From an optimization exercise on the open Yosys and OpenROAD flow, aimed at small area; shortcuts taken in it are not production practice.
Only simulation tests tie the RTL to the original design; equivalence was not proved.
No activity file was given, so power comes from the tool's default toggle rates.

==> run X: inputs <==
==> flow/design.v <==
package tdes_pkg;
	localparam int HALF_W  = 64;
	localparam int BLOCK_W = 2 * HALF_W;
	localparam int LANE_W  = 16;
	typedef logic [HALF_W-1:0]  half_t;
	typedef logic [BLOCK_W-1:0] block_t;
	typedef logic [HALF_W-1:0]  key_t;
	typedef logic [LANE_W-1:0]  lane_t;
	localparam int ROUNDS_PER_STAGE = 16;
	localparam int NUM_STAGES       = 3;
	localparam int TOTAL_ROUNDS = NUM_STAGES * ROUNDS_PER_STAGE;
endpackage
package tdes_ctrl_pkg;
	typedef enum logic [1:0] {
		SEQ_LOAD,
		SEQ_RUN,
		SEQ_FINISH,
		SEQ_HOLD
	} seq_state_t;
	typedef enum logic [1:0] {
		STAGE_DEC3,
		STAGE_ENC2,
		STAGE_DEC1
	} stage_t;
	typedef logic [3:0] round_t;
endpackage
`timescale 1ns/1ps
module tdes_sequencer (
	input  logic clk,
	input  logic rst,
	output logic ld_lo,     
	output logic ld_hi,     
	output logic rnd,       
	output logic sw,        
	output logic hold,      
	output logic key_e3,    
	output logic key_e2,    
	output logic key_e1,    
	output logic key_step,  
	output logic key_hold,  
	output logic cap3,      
	output logic cap2,      
	output logic k1_valid,
	output logic pt_valid
);
	logic [5:0] n;
	always_ff @(posedge clk) begin
		if (rst) n <= '0;
		else if (n != 6'd50) n <= n + 6'd1;
	end
	assign ld_lo    = (n == 6'd0);
	assign ld_hi    = (n == 6'd1);
	assign sw       = (n == 6'd17) || (n == 6'd33);
	assign hold     = (n == 6'd50);
	assign rnd      = (n >= 6'd2) && (n <= 6'd49) && !sw;
	assign key_e3   = (n <= 6'd1);
	assign key_e2   = (n == 6'd17);
	assign key_e1   = (n == 6'd33);
	assign key_step = (n >= 6'd2) && (n <= 6'd48) && !sw;
	assign key_hold = (n >= 6'd49) && (n <= 6'd50);
	assign cap3     = (n == 6'd16);
	assign cap2     = (n == 6'd32);
	assign k1_valid = (n >= 6'd49);
	assign pt_valid = hold;
endmodule
`timescale 1ns/1ps
module tdes_key_schedule (
	input  logic       clk,
	input  logic       key_e3,
	input  logic       key_e2,
	input  logic       key_e1,
	input  logic       key_step,
	input  logic       key_hold,
	input  logic       k1_valid,
	input  logic [3:0] ek1,
	input  logic [3:0] ek2,
	input  logic [3:0] ek3,
	output logic [3:0] round_key,
	output logic [3:0] k1
);
	logic [3:0] rk_n;
	logic [3:0] rk;
	logic [3:0] s;
	assign rk = ~rk_n;
	assign s = {rk[1] ^ rk[0] ^ rk[3], rk[2] ^ rk[3], rk[1] ^ rk[2], rk[1] ^ rk[0]};
	always_ff @(posedge clk) begin
		rk_n <= ~(({4{key_e3}} & ek3) | ({4{key_e2}} & ek2) | ({4{key_e1}} & ek1)
			| ({4{key_step}} & s) | ({4{key_hold}} & rk));
	end
	assign round_key = rk;
	assign k1 = ~(rk_n | {4{!k1_valid}});
endmodule
`timescale 1ns/1ps
module tdes_feistel_round (
	input  logic clk,
	input  logic ld_lo,
	input  logic ld_hi,
	input  logic rnd,
	input  logic sw,
	input  logic hold,
	input  logic pt_valid,
	input  logic ct_lo,
	input  logic ct_hi,
	input  logic key,
	output logic pt_a,
	output logic pt_b
);
	logic a_n;
	logic b_n;
	logic t;
	logic keep_a;
	assign t      = a_n ^ b_n ^ key;
	assign keep_a = sw || hold;
	always_ff @(posedge clk) begin
		a_n <= !((ld_lo && ct_lo) || (ld_hi && ct_hi) || (rnd && t) || (keep_a && !a_n));
		b_n <= !((!keep_a && !a_n) || (sw && t) || (hold && !b_n));
	end
	assign pt_a = !(a_n || !pt_valid);
	assign pt_b = !(b_n || !pt_valid);
endmodule
`timescale 1ns/1ps
module tdes_result_capture (
	input  logic clk,
	input  logic rst,
	input  logic cap,
	input  logic ek,
	output logic k
);
	always_ff @(posedge clk) begin
		k <= !rst && (k || (cap && ek));
	end
endmodule
`timescale 1ns/1ps
module tdes_dec (
	input  logic             clk,
	input  logic             rst,
	input  tdes_pkg::key_t   ek1,
	input  tdes_pkg::key_t   ek2,
	input  tdes_pkg::key_t   ek3,
	input  tdes_pkg::block_t ct,
	output tdes_pkg::block_t pt,
	output tdes_pkg::key_t   k1,
	output tdes_pkg::key_t   k2,
	output tdes_pkg::key_t   k3
);
	logic ld_lo;
	logic ld_hi;
	logic hold;
	logic rnd;
	logic key_hold;
	logic sw;
	logic key_e3;
	logic key_e2;
	logic key_e1;
	logic key_step;
	logic cap3;
	logic cap2;
	logic k1_valid;
	logic pt_valid;
	tdes_pkg::key_t round_key;
	tdes_sequencer seq0 (
		.clk      (clk),
		.rst      (rst),
		.ld_lo    (ld_lo),
		.ld_hi    (ld_hi),
		.rnd      (rnd),
		.sw       (sw),
		.hold     (hold),
		.key_e3   (key_e3),
		.key_e2   (key_e2),
		.key_e1   (key_e1),
		.key_step (key_step),
		.key_hold (key_hold),
		.cap3     (cap3),
		.cap2     (cap2),
		.k1_valid (k1_valid),
		.pt_valid (pt_valid)
	);
	for (genvar j = 0; j < 16; j++) begin : g_key
		tdes_key_schedule keys (
			.clk       (clk),
			.key_e3    (key_e3),
			.key_e2    (key_e2),
			.key_e1    (key_e1),
			.key_step  (key_step),
			.key_hold  (key_hold),
			.k1_valid  (k1_valid),
			.ek1       ({ek1[48 + j], ek1[32 + j], ek1[16 + j], ek1[j]}),
			.ek2       ({ek2[48 + j], ek2[32 + j], ek2[16 + j], ek2[j]}),
			.ek3       ({ek3[48 + j], ek3[32 + j], ek3[16 + j], ek3[j]}),
			.round_key ({round_key[48 + j], round_key[32 + j], round_key[16 + j], round_key[j]}),
			.k1        ({k1[48 + j], k1[32 + j], k1[16 + j], k1[j]})
		);
	end
	for (genvar i = 0; i < 64; i++) begin : g_blk
		tdes_feistel_round blk (
			.clk      (clk),
			.ld_lo    (ld_lo),
			.ld_hi    (ld_hi),
			.rnd      (rnd),
			.sw       (sw),
			.hold     (hold),
			.pt_valid (pt_valid),
			.ct_lo    (ct[i]),
			.ct_hi    (ct[64 + i]),
			.key      (round_key[i]),
			.pt_a     (pt[64 + i]),
			.pt_b     (pt[i])
		);
		tdes_result_capture cap_k3 (
			.clk (clk),
			.rst (rst),
			.cap (cap3),
			.ek  (ek3[i]),
			.k   (k3[i])
		);
		tdes_result_capture cap_k2 (
			.clk (clk),
			.rst (rst),
			.cap (cap2),
			.ek  (ek2[i]),
			.k   (k2[i])
		);
	end
endmodule
==> flow/flow/run.sh <==
#!/bin/bash
# Layout flow: the standard ORFS flow (standard.sh) with three changes.
#  1. Synthesis maps the logic with an area-oriented ABC script
#     (flow/abc_area.script) in place of ORFS's speed script. The rest of
#     synthesis is the standard one, so the registers are the same.
#  2. Every port gets the smallest buffer (buf_1) in place of the default.
#  3. Clock tree: clkbuf_8 buffers, up to 16 registers per leaf buffer
#     within 60 um, no dummy loads.
# Each tool's output goes to ORFS's own logs under orfs/logs; the make
# output goes to area_standard.log.
set -euo pipefail
here=$(pwd)
fl=$here/flow

# ORFS's synthesis script with only its abc call changed
sed 's|log_cmd abc {\*}\$abc_args|log_cmd abc -script '"$fl"'/abc_area.script {*}$lib_args {*}$lib_dont_use_args|' \
	"$FLOW_HOME/scripts/synth.tcl" > "$here/orfs_synth_area.tcl"
grep -q 'abc_area.script' "$here/orfs_synth_area.tcl"

# The standard flow's synthesis wrapper, sourcing that script
sed "s|\$::env(SCRIPTS_DIR)/synth.tcl|$here/orfs_synth_area.tcl|" synth_recipe.tcl > "$here/area_synth.tcl"
grep -q 'orfs_synth_area.tcl' "$here/area_synth.tcl"

# standard.sh, using that wrapper
sed "s|$here/synth_recipe.tcl|$here/area_synth.tcl|g" standard.sh > "$here/area_standard.sh"
grep -q 'area_synth.tcl' "$here/area_standard.sh"

export BUFFER_PORTS_ARGS="-buffer_cell sky130_fd_sc_hd__buf_1"
export CTS_ARGS="-sink_clustering_enable -repair_clock_nets -buf_list sky130_fd_sc_hd__clkbuf_8 -sink_clustering_size 14 -sink_clustering_max_diameter 50 -dont_use_dummy_load"
bash "$here/area_standard.sh" > "$here/area_standard.log" 2>&1
==> flow/flow/abc_area.script <==
strash
dc2
&get -n
&dch -f
&nf -R 1000
&put
==> flow/standard.sh <==
#!/bin/bash
# synth_recipe.tcl (not shown) runs the flow's synth.tcl, then flattens the netlist and writes it again
# the make line also repeats each setting of config.mk as NAME=value (left out here)
make -C /OpenROAD-flow-scripts/flow DESIGN_CONFIG=/design/flow/config.mk WORK_HOME=/design/flow/orfs CLKGATE_MAP_FILE= SYNTH_SCRIPT=/design/flow/synth_recipe.tcl "${@:-finish}"
==> flow/config.mk <==
export PLATFORM = sky130hd
export DESIGN_NAME = tdes_dec
export DESIGN_NICKNAME = tdes_dec
export VERILOG_FILES = /design/flow/design.v
export SDC_FILE = /design/flow/constraint.sdc
export NUM_CORES = 4
export LEC_CHECK = 0
export CAP_MARGIN = 20
export CORE_MARGIN = 2
export CORE_UTILIZATION = 48
export PLACE_DENSITY = 0.75
export SLEW_MARGIN = 20
==> flow/constraint.sdc <==
create_clock -name core_clock -period 4.0 [get_ports {clk}]
set_input_delay 0.8000 -clock core_clock [delete_from_list [all_inputs] [get_ports {clk}]]
set_output_delay 0.8000 -clock core_clock [all_outputs]
set_load 0.01 [all_outputs]
==> run Z (differences from run X) <==
--- a/flow/flow/run.sh
+++ b/flow/flow/run.sh
@@ -26,5 +26,5 @@
 grep -q 'area_synth.tcl' "$here/area_standard.sh"
 
 export BUFFER_PORTS_ARGS="-buffer_cell sky130_fd_sc_hd__buf_1"
-export CTS_ARGS="-sink_clustering_enable -repair_clock_nets -buf_list sky130_fd_sc_hd__clkbuf_8 -sink_clustering_size 14 -sink_clustering_max_diameter 50 -dont_use_dummy_load"
+export CTS_ARGS="-sink_clustering_enable -repair_clock_nets -buf_list sky130_fd_sc_hd__clkbuf_4 -sink_clustering_size 8 -sink_clustering_max_diameter 35 -dont_use_dummy_load"
 bash "$here/area_standard.sh" > "$here/area_standard.log" 2>&1
==> summary.txt <==
* Min Tclk post-route at 3.27 ns
* First-iteration detailed-routing DRC count at 1,878
* Slew headroom at 0.356
* Vias/cell at 5.94
* CP peak stage delay at about 0.68 ns
* Status: complete, no violations
* Power Density at ~540 nW/um^2
* Share of cells above drive strength 1 at 0.0369
* Int Pwr at about 6000 uW
# the run above: run X

==> summary.txt <==
* Slew headroom at 0.342
* Min Tclk post-route at 3.43 ns
* Power Density at 526 nW/um^2
* Share of cells above drive strength 1 at 0.0449
* Int Pwr at roughly 5700 uW
* Status: complete, no violations
* Vias/cell at around 6.0
# the run above: run Z

re-timing with driven ports:
The results above use ideal ports. As a check the final layouts listed here were re-extracted and re-timed, cells and wires unchanged. Step 1 assumes that a clkbuf_16 drives the clock port and a buf_2 every other input. Step 2 moves the port delays by t, midway between the first and last clock arrival at a register: inputs arrive t later, outputs are due t later. That takes back most of the time a late clock gives input paths. Slacks: ideal / step 1 / step 2; pairs: ideal / step 1.
| run | t, ns | slack for setup (ns) | hold WS [ns] | worst setup path after step 2 | clock arrival spread, ns |
|---|---|---|---|---|---|
| run X | 0.584 | 0.731 / 0.683 / 0.977 | 0.418 / 0.448 / 0.468 | register to register | 0.055 / 0.056 |
| run Z | 0.716 | 0.573 / 0.526 / 1.001 | 0.287 / 0.317 / 0.470 | register to register | 0.066 / 0.065 |
After both steps setup and hold are still met in every run listed.
